Background: an optimization exercise with open tools, aiming at small area, a short achievable clock period and few clock cycles per item. Do not read the settings as production practice.
At most, simulation tests tie the RTL to the original design; equivalence was not proved.

the previous run:
==> module qr_cordic_top, before the edit <==
module qr_cordic_top (
	input  logic               clk,
	input  logic               rst,
	input  logic               en,
	output logic               rd_a,
	output logic [1:0]         rd_a_row,
	output logic [0:0]         rd_a_col,
	input  logic signed [12:0] rd_a_data,
	output logic               wr_r,
	output logic [1:0]         wr_r_row,
	output logic [0:0]         wr_r_col,
	output logic signed [12:0] wr_r_data,
	output logic               valid
);
	logic       busy;
	logic [2:0] sl;         
	logic [3:0] ph;         
	logic [2:0] sn;         
	logic [3:0] pn;
	assign pn = (ph == 4'd11) ? 4'd0 : ph + 4'd1;
	assign sn = (ph == 4'd11) ? sl + 3'd1 : sl;
	always_ff @(posedge clk or posedge rst) begin
		if (rst) begin
			busy  <= 1'b0;
			sl    <= '0;
			ph    <= '0;
			rd_a  <= 1'b0;
			wr_r  <= 1'b0;
			valid <= 1'b0;
		end else begin
			if (en) begin
				busy <= 1'b1;
				sl   <= 3'd7;
				ph   <= 4'd10;
			end else if (busy) begin
				busy <= !(sl == 3'd5 && ph == 4'd3);
				sl   <= sn;
				ph   <= pn;
			end
			rd_a  <= en || (busy && (sn == 3'd7 || sn <= 3'd2) && (pn == 4'd10 || pn == 4'd11));
			wr_r  <= busy && ((sn == 3'd4 && pn <= 4'd1) || (sn == 3'd5 && pn == 4'd3));
			valid <= busy && sn == 3'd5 && pn == 4'd3;
		end
	end
	logic       v_it, r_it, g_it, yp_cap;
	logic       ks_x1, ks_x2, ks_x3, ks_yp;    
	logic [3:0] jv, jr, jg;                    
	logic       w11, w12, w22;                 
	logic       s03, s14, s25;                 
	assign s03 = sn <= 3'd3;
	assign s14 = sn >= 3'd1 && sn <= 3'd4;
	assign s25 = sn >= 3'd2 && sn <= 3'd5;
	always_ff @(posedge clk) begin
		v_it   <= s03 && pn <= 4'd10;
		r_it   <= s03 && pn >= 4'd1;
		g_it   <= (s14 && pn >= 4'd3) || (s25 && pn <= 4'd1);
		yp_cap <= s14 && pn == 4'd0;
		ks_x1  <= busy && s03 && pn == 4'd11;
		ks_x2  <= busy && s14 && pn == 4'd0;
		ks_yp  <= busy && s14 && pn == 4'd1;
		ks_x3  <= busy && s25 && pn == 4'd2;
		w11    <= busy && sn == 3'd3 && pn == 4'd11;
		w12    <= busy && sn == 3'd4 && pn == 4'd0;
		w22    <= busy && sn == 3'd5 && pn == 4'd2;
		jv     <= pn;
		jr     <= jv;
		jg     <= (pn >= 4'd3) ? pn - 4'd3 : pn + 4'd9;
		rd_a_row <= en ? 2'd3 : 2'd2 - sn[1:0];
		rd_a_col <= !en && pn == 4'd11;
	end
	logic signed [11:0] y1, x2, y2, y3, y3p, ain;
	logic        [10:0] x1, x3;
	logic signed [11:0] x1e, x3e;
	logic [0:0]        dq;    
	assign x1e = {1'b0, x1};
	assign x3e = {1'b0, x3};
	assign ain = rd_a_data[11:0];
	logic signed [11:0] kin, kout;
	assign kin = ({12{ks_x1}} & x1e) | ({12{ks_x2}} & x2) | ({12{ks_x3}} & x3e) | ({12{ks_yp}} & y3p);
	logic dpos, dneg;      
	logic yp_pos, yp_neg;  
	assign dpos = (ks_x1 & y1[11]) | (ks_x2 & ~dq[0] & y2[11]) | (ks_yp & yp_pos) | (ks_x3 & y3[11]);
	assign dneg = (ks_x2 & dq[0] & y2[11]) | (ks_yp & yp_neg);
	qr_kgain u_k (.v(kin), .dpos(dpos), .dneg(dneg), .k(kout));
	logic signed [11:0] vx[0:1], vy[0:1];
	logic [0:0] vd;
	assign vx[0] = x1e;
	assign vy[0] = y1;
	logic signed [11:0] rx[0:1], ry[0:1];
	logic [0:0] rd;
	assign rx[0] = x2;
	assign ry[0] = y2;
	logic signed [11:0] gx[0:1], gy[0:1];
	logic [0:0] gd;
	assign gx[0] = x3e;
	assign gy[0] = y3;
	logic signed [11:0] vsx0, vsy0;
	assign vsx0 = vx[0] >>> jv;
	assign vsy0 = vy[0] >>> jv;
	assign vd[0] = ~vy[0][11];
	qr_addsub u_vx0 (.a(vx[0]), .b(vsy0), .add(vd[0]),  .s(vx[1]));
	qr_addsub u_vy0 (.a(vy[0]), .b(vsx0), .add(~vd[0]), .s(vy[1]));
	logic signed [11:0] rsx0, rsy0;
	assign rsx0 = rx[0] >>> jr;
	assign rsy0 = ry[0] >>> jr;
	assign rd[0] = dq[0];
	qr_addsub u_rx0 (.a(rx[0]), .b(rsy0), .add(rd[0]),  .s(rx[1]));
	qr_addsub u_ry0 (.a(ry[0]), .b(rsx0), .add(~rd[0]), .s(ry[1]));
	logic signed [11:0] gsx0, gsy0;
	assign gsx0 = gx[0] >>> jg;
	assign gsy0 = gy[0] >>> jg;
	assign gd[0] = ~gy[0][11];
	qr_addsub u_gx0 (.a(gx[0]), .b(gsy0), .add(gd[0]),  .s(gx[1]));
	qr_addsub u_gy0 (.a(gy[0]), .b(gsx0), .add(~gd[0]), .s(gy[1]));
	always_ff @(posedge clk) begin
		dq  <= vd;
		if (yp_cap) begin
			yp_pos <= dq[0] & x2[11];
			yp_neg <= ~dq[0] & x2[11];
		end
		x1  <= v_it ? vx[1][10:0] : kout[10:0];
		y1  <= v_it ? vy[1] : ain;
		x2  <= r_it ? rx[1] : kout;
		y2  <= r_it ? ry[1] : ain;
		y3p <= yp_cap ? y2 : kout;
		x3  <= g_it ? gx[1][10:0] : kout[10:0];
		y3  <= g_it ? gy[1] : y3p;
	end
	always_ff @(posedge clk) begin
		if (w11 || w12 || w22) wr_r_data <= 13'(kout);
		if (w11) begin
			wr_r_row <= 2'd0;
			wr_r_col <= 1'b0;
		end else if (w12) begin
			wr_r_row <= 2'd0;
			wr_r_col <= 1'b1;
		end else if (w22) begin
			wr_r_row <= 2'd1;
			wr_r_col <= 1'b1;
		end
	end
endmodule
==> module qr_kgain, before the edit <==
module qr_kgain (
	input  logic signed [11:0] v,
	input  logic               dpos,
	input  logic               dneg,
	output logic signed [11:0] k
);
	logic signed [21:0] ve;
	logic signed [21:0] dk;
	logic signed [21:0] p;
	assign ve = v;
	assign dk = dpos ? 22'sd622 : (dneg ? -22'sd622 : 22'sd0);
	assign p  = (ve <<< 9) + (ve <<< 7) - (ve <<< 4) - (ve <<< 1) + dk;
	assign k  = p[21:10];
endmodule
Settings: LEC_CHECK=0, CAP_MARGIN=20, CORE_MARGIN=2, CORE_UTILIZATION=40, SLEW_MARGIN=20; clock period 17.0 ns.
standard.sh (not shown) runs the stock make flow with config.mk's settings and CLKGATE_MAP_FILE= SYNTH_SCRIPT=/design/flow/synth_recipe.tcl, a recipe that flattens the netlist after the stock synthesis.
==> flow/flow/run.sh <==
#!/bin/bash
set -euo pipefail
bash standard.sh finish SETUP_SLACK_MARGIN=12.5 > orfs_flow.log 2>&1
Input changes introduced in the current run (baseline for comparison: the previous run):
-- flow/design.v --
<<< the previous run, line 21
	logic [2:0] sn;         
	logic [3:0] pn;
	assign pn = (ph == 4'd11) ? 4'd0 : ph + 4'd1;
	assign sn = (ph == 4'd11) ? sl + 3'd1 : sl;
	always_ff @(posedge clk or posedge rst) begin
		if (rst) begin
>>> the current run, line 21
	logic [2:0] sn;         
	logic [3:0] pn;
	assign pn = (ph == 4'd12) ? 4'd0 : ph + 4'd1;
	assign sn = (ph == 4'd12) ? sl + 3'd1 : sl;
	always_ff @(posedge clk or posedge rst) begin
		if (rst) begin
<<< the previous run, line 35
				busy <= 1'b1;
				sl   <= 3'd7;
				ph   <= 4'd10;
			end else if (busy) begin
				busy <= !(sl == 3'd5 && ph == 4'd3);
>>> the current run, line 35
				busy <= 1'b1;
				sl   <= 3'd7;
				ph   <= 4'd11;
			end else if (busy) begin
				busy <= !(sl == 3'd5 && ph == 4'd3);
<<< the previous run, line 41
				ph   <= pn;
			end
			rd_a  <= en || (busy && (sn == 3'd7 || sn <= 3'd2) && (pn == 4'd10 || pn == 4'd11));
			wr_r  <= busy && ((sn == 3'd4 && pn <= 4'd1) || (sn == 3'd5 && pn == 4'd3));
			valid <= busy && sn == 3'd5 && pn == 4'd3;
>>> the current run, line 41
				ph   <= pn;
			end
			rd_a  <= en || (busy && (sn == 3'd7 || sn <= 3'd2) && (pn == 4'd11 || pn == 4'd12));
			wr_r  <= busy && ((sn == 3'd4 && pn <= 4'd1) || (sn == 3'd5 && pn == 4'd3));
			valid <= busy && sn == 3'd5 && pn == 4'd3;
<<< the previous run, line 55
	assign s25 = sn >= 3'd2 && sn <= 3'd5;
	always_ff @(posedge clk) begin
		v_it   <= s03 && pn <= 4'd10;
		r_it   <= s03 && pn >= 4'd1;
		g_it   <= (s14 && pn >= 4'd3) || (s25 && pn <= 4'd1);
		yp_cap <= s14 && pn == 4'd0;
		ks_x1  <= busy && s03 && pn == 4'd11;
		ks_x2  <= busy && s14 && pn == 4'd0;
		ks_yp  <= busy && s14 && pn == 4'd1;
		ks_x3  <= busy && s25 && pn == 4'd2;
		w11    <= busy && sn == 3'd3 && pn == 4'd11;
		w12    <= busy && sn == 3'd4 && pn == 4'd0;
		w22    <= busy && sn == 3'd5 && pn == 4'd2;
		jv     <= pn;
		jr     <= jv;
		jg     <= (pn >= 4'd3) ? pn - 4'd3 : pn + 4'd9;
		rd_a_row <= en ? 2'd3 : 2'd2 - sn[1:0];
		rd_a_col <= !en && pn == 4'd11;
	end
	logic signed [11:0] y1, x2, y2, y3, y3p, ain;
>>> the current run, line 55
	assign s25 = sn >= 3'd2 && sn <= 3'd5;
	always_ff @(posedge clk) begin
		v_it   <= s03 && pn <= 4'd11;
		r_it   <= s03 && pn >= 4'd1;
		g_it   <= (s14 && pn >= 4'd3) || (s25 && pn <= 4'd1);
		yp_cap <= s14 && pn == 4'd0;
		ks_x1  <= busy && s03 && pn == 4'd12;
		ks_x2  <= busy && s14 && pn == 4'd0;
		ks_yp  <= busy && s14 && pn == 4'd1;
		ks_x3  <= busy && s25 && pn == 4'd2;
		w11    <= busy && sn == 3'd3 && pn == 4'd12;
		w12    <= busy && sn == 3'd4 && pn == 4'd0;
		w22    <= busy && sn == 3'd5 && pn == 4'd2;
		jv     <= pn;
		jr     <= jv;
		jg     <= (pn >= 4'd3) ? pn - 4'd3 : pn + 4'd10;
		rd_a_row <= en ? 2'd3 : 2'd2 - sn[1:0];
		rd_a_col <= !en && pn == 4'd12;
	end
	logic signed [11:0] y1, x2, y2, y3, y3p, ain;
<<< the previous run, line 81
	logic signed [11:0] kin, kout;
	assign kin = ({12{ks_x1}} & x1e) | ({12{ks_x2}} & x2) | ({12{ks_x3}} & x3e) | ({12{ks_yp}} & y3p);
	logic dpos, dneg;      
	logic yp_pos, yp_neg;  
	assign dpos = (ks_x1 & y1[11]) | (ks_x2 & ~dq[0] & y2[11]) | (ks_yp & yp_pos) | (ks_x3 & y3[11]);
	assign dneg = (ks_x2 & dq[0] & y2[11]) | (ks_yp & yp_neg);
	qr_kgain u_k (.v(kin), .dpos(dpos), .dneg(dneg), .k(kout));
	logic signed [11:0] vx[0:1], vy[0:1];
	logic [0:0] vd;
>>> the current run, line 81
	logic signed [11:0] kin, kout;
	assign kin = ({12{ks_x1}} & x1e) | ({12{ks_x2}} & x2) | ({12{ks_x3}} & x3e) | ({12{ks_yp}} & y3p);
	qr_kgain u_k (.v(kin), .k(kout));
	logic signed [11:0] vx[0:1], vy[0:1];
	logic [0:0] vd;
<<< the previous run, line 118
	always_ff @(posedge clk) begin
		dq  <= vd;
		if (yp_cap) begin
			yp_pos <= dq[0] & x2[11];
			yp_neg <= ~dq[0] & x2[11];
		end
		x1  <= v_it ? vx[1][10:0] : kout[10:0];
		y1  <= v_it ? vy[1] : ain;
>>> the current run, line 114
	always_ff @(posedge clk) begin
		dq  <= vd;
		x1  <= v_it ? vx[1][10:0] : kout[10:0];
		y1  <= v_it ? vy[1] : ain;
<<< the previous run, line 146
module qr_kgain (
	input  logic signed [11:0] v,
	input  logic               dpos,
	input  logic               dneg,
	output logic signed [11:0] k
);
	logic signed [21:0] ve;
	logic signed [21:0] dk;
	logic signed [21:0] p;
	assign ve = v;
	assign dk = dpos ? 22'sd622 : (dneg ? -22'sd622 : 22'sd0);
	assign p  = (ve <<< 9) + (ve <<< 7) - (ve <<< 4) - (ve <<< 1) + dk;
	assign k  = p[21:10];
endmodule
>>> the current run, line 138
module qr_kgain (
	input  logic signed [11:0] v,
	output logic signed [11:0] k
);
	logic signed [21:0] ve;
	logic signed [21:0] p;
	assign ve = v;
	assign p  = (ve <<< 9) + (ve <<< 7) - (ve <<< 4) - (ve <<< 1);
	assign k  = p[21:10];
endmodule
--- outcome ---
On worst path arrival time, the higher figure sits with the previous run, not the current run. Design area ends up lower on the current run. From the previous run to the current run the numbers moved as follows: die outline width moved down; clock period minus final worst setup slack moved down; non-filler instance count after layout moved down. [compare] base=the previous run new=the current run: global routing met1 resource utilization has decreased; average detailed-routed wire length per instance has decreased. Sequential cell count, the current run and the previous run: higher on the previous run. In summary, the current run completed successfully, with a layout that passed the timing, design-rule and antenna checks. Lower post-synthesis instance area among the current run and the previous run: the current run. Taking the previous run as the reference point, the area enclosed by the die boundary of the current run falls by about 5%. The setup slack of the current run was superior to that of the previous run.
Testbench counts of the current run, summed over its fixed seeds: cycles 13,824, items 192.
No functional check of the RTL was part of the previous run.

-- re-timing with driven ports --
The results above use ideal ports. As a check the final layouts listed here were re-extracted and re-timed, cells and wires unchanged. Step 1 assumes that a clkbuf_16 drives the clock port and a buf_2 every other input. Step 2 moves the port delays by t, midway between the first and last clock arrival at a register: inputs arrive t later, outputs are due t later. That takes back most of the time a late clock gives input paths. a / b / c = ideal / step 1 / step 2; a / b = the first two.
| run | t, ns | setup WS [ns] | latest minus earliest clock arrival (ns) |
|---|---|---|---|
| the previous run | 0.477 | 12.506 / 12.490 / 12.477 | 0.017 / 0.017 |
| the current run | 0.473 | 12.568 / 12.521 / 12.497 | 0.013 / 0.012 |
After both steps setup and hold are still met in every run listed. For the current run, which loses most, drivers alone change the setup slack by -0.047 ns; drivers and shift together by -0.071 ns.
